What follows belongs to an exercise in optimizing a design on an open flow for small area; a production flow would make more cautious choices.
In this exercise RTL edits were held to simulation tests only and were not proved equivalent to the original.
Power and IR drop assume default switching activity.

==> flow/design.v <==
package cdec8_bus_pkg;
  typedef enum logic [1:0] {
    ST_LOAD = 2'd0,
    ST_RUN  = 2'd1,
    ST_HALT = 2'd2
  } resp_state_e;
  localparam logic [1:0] MMRW_WR = 2'b01;
  localparam logic [1:0] MMRW_RD = 2'b10;
  localparam logic [7:0]  DEF_IO_ADDR  = 8'hFF;
  localparam logic [7:0]  PROT_TOP     = 8'h80;
  localparam int unsigned DEF_CNT_W    = 16;
  localparam int unsigned MEM_ADDR_W   = 8;
  localparam int unsigned MEM_DATA_W   = 8;
  localparam int unsigned MEM_DEPTH    = 256;
  localparam logic [7:0]  LD_LAST_ADDR = 8'hFE;
endpackage
import cdec8_bus_pkg::*;
module cdec8_ram256 (
  input  logic                                clk,
  input  logic                                i_we,
  input  logic [cdec8_bus_pkg::MEM_ADDR_W-1:0] i_waddr,
  input  logic [cdec8_bus_pkg::MEM_DATA_W-1:0] i_wdata,
  input  logic [cdec8_bus_pkg::MEM_ADDR_W-1:0] i_raddr_a,
  output logic [cdec8_bus_pkg::MEM_DATA_W-1:0] o_rdata_a,
  input  logic [cdec8_bus_pkg::MEM_ADDR_W-1:0] i_raddr_b,
  output logic [cdec8_bus_pkg::MEM_DATA_W-1:0] o_rdata_b
);
  logic [MEM_DATA_W-1:0] r_mem [MEM_DEPTH];
  always_ff @(posedge clk) begin
    if (i_we) begin
      r_mem[i_waddr] <= i_wdata;
    end
  end
  assign o_rdata_a = r_mem[i_raddr_a];
  assign o_rdata_b = r_mem[i_raddr_b];
endmodule
import cdec8_bus_pkg::*;
module cdec8_mem_responder #(
  parameter logic [7:0]  IO_ADDR = cdec8_bus_pkg::DEF_IO_ADDR,
  parameter int unsigned CNT_W   = cdec8_bus_pkg::DEF_CNT_W
) (
  input  logic             clock,
  input  logic             reset,
  input  logic             ld_valid,
  input  logic [7:0]       ld_data,
  input  logic             ld_last,
  output logic             ld_ready,
  output logic             cpu_run,
  input  logic [7:0]       adrs,
  input  logic [7:0]       data_in,
  output logic [7:0]       data_out,
  input  logic             mmwr_en,
  input  logic             endseq,
  input  logic [7:0]       resad,
  output logic [7:0]       resdt,
  input  logic [7:0]       io_in,
  output logic [7:0]       io_out,
  output logic             done,
  output logic [CNT_W-1:0] wr_count,
  output logic             wprot_err
);
  cdec8_bus_pkg::resp_state_e r_state;
  cdec8_bus_pkg::resp_state_e w_state_nxt;
  logic             r_ld_ready;
  logic             r_cpu_run;
  logic             r_done;
  logic [7:0]       r_ld_ptr;
  logic [7:0]       r_io_out;
  logic [CNT_W-1:0] r_wr_count;
  logic             w_ld_xfer;
  logic             w_core_wr;
  logic             w_is_io;
  logic             w_prot_hit;
  logic             w_core_ok;
  logic             w_ram_we;
  logic [7:0]       w_ram_waddr;
  logic [7:0]       w_ram_wdata;
  logic [7:0]       w_rd_core;
  logic [7:0]       w_rd_res;
  assign w_ld_xfer = ld_valid & r_ld_ready;
  assign w_core_wr = (r_state == ST_RUN) & mmwr_en;
  assign w_is_io   = (adrs == IO_ADDR);
  assign w_prot_hit = 1'b0;
  assign wprot_err  = 1'b0;
  assign w_core_ok = w_core_wr & ~w_prot_hit;
  always_comb begin
    w_state_nxt = r_state;
    case (r_state)
      ST_LOAD: begin
        if (w_ld_xfer && (ld_last || (r_ld_ptr == LD_LAST_ADDR))) begin
          w_state_nxt = ST_RUN;
        end
      end
      ST_RUN: begin
        if (endseq) begin
          w_state_nxt = ST_HALT;
        end
      end
      ST_HALT: w_state_nxt = ST_HALT;
      default: w_state_nxt = ST_LOAD;
    endcase
  end
  always_ff @(posedge clock) begin
    if (reset) begin
      r_state    <= ST_LOAD;
      r_ld_ready <= 1'b1;
      r_cpu_run  <= 1'b0;
      r_done     <= 1'b0;
    end else begin
      r_state    <= w_state_nxt;
      r_ld_ready <= (w_state_nxt == ST_LOAD);
      r_cpu_run  <= (w_state_nxt != ST_LOAD);
      r_done     <= (w_state_nxt == ST_HALT);
    end
  end
  always_comb begin
    w_ram_we    = 1'b0;
    w_ram_waddr = adrs;
    w_ram_wdata = data_in;
    if (w_ld_xfer) begin
      w_ram_we    = 1'b1;
      w_ram_waddr = r_ld_ptr;
      w_ram_wdata = ld_data;
    end else if (w_core_ok && !w_is_io) begin
      w_ram_we    = 1'b1;
    end
  end
  always_ff @(posedge clock) begin
    if (reset) begin
      r_ld_ptr   <= 8'h00;
      r_io_out   <= 8'h00;
      r_wr_count <= '0;
    end else begin
      if (w_ld_xfer) begin
        r_ld_ptr <= r_ld_ptr + 8'(1);
      end
      if (w_core_ok && w_is_io) begin
        r_io_out <= data_in;
      end
      if (w_core_ok && (r_wr_count != {CNT_W{1'b1}})) begin
        r_wr_count <= r_wr_count + CNT_W'(1);
      end
    end
  end
  cdec8_ram256 u_ram (
    .clk       (clock),
    .i_we      (w_ram_we),
    .i_waddr   (w_ram_waddr),
    .i_wdata   (w_ram_wdata),
    .i_raddr_a (adrs),
    .o_rdata_a (w_rd_core),
    .i_raddr_b (resad),
    .o_rdata_b (w_rd_res)
  );
  assign data_out = w_is_io ? io_in : w_rd_core;
  assign resdt    = (resad == IO_ADDR) ? r_io_out : w_rd_res;
  assign ld_ready = r_ld_ready;
  assign cpu_run  = r_cpu_run;
  assign done     = r_done;
  assign io_out   = r_io_out;
  assign wr_count = r_wr_count;
endmodule
==> flow/run.sh <==
#!/bin/bash
# synth_recipe.tcl (not shown) runs the flow's synth.tcl, then flattens the netlist and writes it again
# the make line also repeats each setting of config.mk as NAME=value (left out here)
make -C /OpenROAD-flow-scripts/flow DESIGN_CONFIG=/design/flow/config.mk WORK_HOME=/design/flow/orfs CLKGATE_MAP_FILE= SYNTH_SCRIPT=/design/flow/synth_recipe.tcl finish
==> flow/config.mk <==
export PLATFORM = sky130hd
export DESIGN_NAME = cdec8_mem_responder
export DESIGN_NICKNAME = cdec8_mem_responder
export VERILOG_FILES = /design/flow/design.v
export SDC_FILE = /design/flow/constraint.sdc
export NUM_CORES = 4
export LEC_CHECK = 0
export CAP_MARGIN = 20
export CORE_MARGIN = 2
export CORE_UTILIZATION = 40
export SLEW_MARGIN = 20
==> flow/constraint.sdc <==
create_clock -name core_clock -period 12.0 [get_ports {clock}]
set_input_delay 2.4000 -clock core_clock [delete_from_list [all_inputs] [get_ports {clock}]]
set_output_delay 2.4000 -clock core_clock [all_outputs]
set_load 0.01 [all_outputs]
==> summary.txt <==
## per-stage QoR
stage                     hold WS (ns)  utilization, %
after global routing             0.540            44.7
after global placement           0.456            41.8
final                            0.488            44.7
after CTS                        0.483            44.7
after detailed placement         0.466            41.8
after floorplan                  0.436               -
## power by group
group / internal [mW] / switching, mW / total [mW]
registers: 8.14 / 0.00685 / 8.15
clock network: 3.82 / 2.95 / 6.76
logic: 0.491 / 1.11 / 1.60
## registers in the layout (all words and copies together) (netlist names)
register     flops
r_state          2
r_ld_ready       1
r_wr_count      16
r_ld_ptr         8
r_done           1
r_cpu_run        1
r_io_out         8
u_ram.r_mem   2048
## per-layer routing
metal  up-vias  wire length [microns]  share of wire (%)  global-route usage, %
met1     32400                 128000                 37                   35.9
met5         -                    128              0.037                      0
met2      4317                 158000                 45                   41.8
met3       898                  38100                 11                   6.34
met4        20                  23700                6.8                   15.5
li1      23900                      -                  -                      -
## synthesized netlist by cell type (all sizes together), types with 37 or more instances
cell type and number:
mux4 795, dfxtp 37, mux2i 569, edfxtp 2048
clkbuf 168, nor2 371, nor3 53, o22ai 79
nor2b 37, a21oi 139, a22oi 170, a211oi 37
o221ai 116, nand2 219, nand3 62, buf 282
o21ai 70
## cell usage in the layout, fill, tap and decap left out, drive strengths merged, types with 116 or more instances in the layout
master  count
a21oi     139
o221ai    116
mux4      795
nor2      371
nand2     219
buf       184
a22oi     170
clkbuf    266
edfxtp   2048
mux2i     569
## critical path, delay by kind of cell
family	cells	cell delay, ns
and+or+nand+nor	5	2.95
AOI/OAI and AO/OA	2	0.59
buffers and inverters	4	1.70
## final cells by class
class                   instances  area, sq um  share of cell area [%]
clock inverters               140         1320                    1.20
clock buffers                 265         5720                    5.20
multi-input cells            3108        34100                    31.0
diodes                         12         30.0                  0.0273
flip-flops and latches       2085        62200                    56.6
inverters                       5         25.0                  0.0228
well taps                    3220         4030                    3.66
repair buffers                261         2500                    2.28
## cell families (layout without fill, tap and decap cells)
group	after synthesis	in the layout	synth area share [%]
xor+xnor	18	18	0.159
compound gates	808	808	5.88
other cells	1	13	0.00379
fa+ha+maj	3	3	0.0380
mux	1374	1374	24.0
simple gates	904	904	4.15
buf+inv	455	671	2.80
flops	2085	2085	63.0
## worst paths after layout
kind,to,slack [ns],cells past startpoint
setup / recovery,data_out[5],1.95,11
hold / removal,r_state[0],0.49,1
hold reg to reg,r_state[0],0.49,1
setup reg to reg,u_ram.r_mem[104][4],6.65,6
==> flow_metrics.py <==
metrics = {
    "drt": {
        "num_vias": 61600,
        "wl_mm": 348,
        "wl_per_cell_microns": 38.3,
        "via_per_inst": 6.77,
        "drc": 0,
        "firstDrtPassIters": 6,
        "drtIter0Drc": 9670,
        "drtAntennaViolNets": 0,
    },
    "setup_path": {
        "worstPathCellList": "clkdlybuf4s50_1 -> buf_4 -> nand4bb_1 -> nor2_1 -> o2111ai_1 -> o2111ai_1 -> or4_1 -> or4_1 -> nor3_1 -> buf_4 -> clkdlybuf4s50_1",
        "required_ns": 9.60,
        "crit_start": "adrs[7]",
        "critPathArrivalTime_ns": 7.65,
        "start_kind": "primary input",
        "slowest_stage": "or4_1",
        "regToRegStartpoint": "r_state[0]",
        "path_max_fanout": 20,
        "crit_path_max_incr_delay_ns": 0.74,
        "end_kind": "primary output",
        "path_class": "primary input to primary output",
    },
    "die": {
        "die_x_microns": 501,
        "design.core.area_sq_um": 246000,
        "die_area_sq_um": 251000,
        "start_util_pct": 40.2,
        "num_rows": 182,
        "io_pins": 90,
        "die_h_microns": 501,
    },
    "placed_design": {
        "portBuffers": 88,
        "dp_hpwl_mm": 231,
        "routabilityCongestion": 1.03,
        "place_ws_ns": 2.00,
        "placed_cells": 8676,
        "dpl_cell_area_sq_um": 103000,
    },
    "cells_and_area": {
        "areaGrowthSynthToFinish_pct": 11.2,
        "layout.nets": 5727,
        "fillers": 21200,
        "drive_above_1_share_pct": 23.4,
        "stdcell_count": 9096,
        "stdcell_area_sq_um": 110000,
    },
    "worst_hold_path": {
        "hold_path.startpoint": "r_state[1]",
        "hold_path.class": "flip-flop to flip-flop",
    },
    "grt": {
        "antenna_found_initial": 23,
        "grt_max_degree": 105,
        "grt_pass1_wl_mm": 481,
        "grt_usage_pct": 27.3,
        "grt_pass1_vias": 59900,
        "overflow": 0,
    },
    "clock_network": {
        "cts_tree": "built",
        "clk_pin_slew_ns": 0.06,
        "cts-root-buf": "clkbuf_16",
        "cts_setup_buffers": 0,
        "cts_buffer_depth": 3,
        "cts_max_level": 4,
        "postCtsHoldBufs": 0,
        "cts_resized": 0,
        "cts_sinks": 2085,
        "cts_buffers": 217,
        "insertion_delay_ns": 0.90,
    },
    "logic_synthesis": {
        "synthArstFlopShare_pct": 0,
        "syn_nets": 5697,
        "synth_top_area_share_pct": 62.2,
        "syn_area_sq_um": 98900,
        "seq_area_frac_synth_pct": 63.0,
        "yosysTopAreaCell": "edfxtp_1",
        "yosys_warnings": 2,
        "syn_inst": 5648,
        "synth_enable_flop_cells": 2048,
        "synth_cell_type_count": 72,
        "synth_area_per_cell_sq_um": 17.5,
        "yosys-top-cells-area": "edfxtp_1 (62%), mux4_2 (18%), mux2i_1 (5.8%)",
        "synth_flop_cell": "edfxtp_1",
        "ys_seq_elements": 2085,
    },
    "timing": {
        "timing.final.crit_share_pct": 83.8,
        "finalCriticalPeriod_ns": 10.05,
        "hold_viol": 0,
        "fin_tns_setup_ns": 0,
        "layout_setup_ws_ns": 1.95,
        "fmax_mhz": 99.5,
        "worst_pin_slew_ns": 1.32,
        "setup_viol": 0,
        "rsz0062_at_grt": "false",
        "max_slew_margin_pct": 11.8,
        "skew_ns": 0.0523,
        "maxSlewViolCount": 0,
    },
    "pwr": {
        "p_leak_nw": 34.7,
        "finalPower_mw": 16.5,
        "peakVddDrop_mv": 0.133,
        "powerDensity_nw_per_um2": 150,
    },
    "flow_run": {
        "cap_violations": 0,
    },
    "run_status": {
        "outcome": "finished clean",
    },
}

separate check: timing with driven ports:
How much do the figures lean on ideal ports? The routed layout below was timed once more, with nothing changed but the port constraints. Step 1, drivers: a clkbuf_16 drives clock and a buf_2 each remaining input, both assumed. Step 2 times the ports against the registers' clock, not the clock port: input delays grow and output delays shrink by t, the midpoint of the rising clock arrivals with the driver on. Slacks: ideal / step 1 / step 2; pairs: ideal / step 1.
t, ns: 0.966
slack for setup (ns): 1.945 / 1.924 / 1.924
worst setup path after step 2: input to output
After both steps setup and hold are still met in this run. The setup slack of this run moves by -0.021 ns with the drivers and by -0.021 ns with both steps.
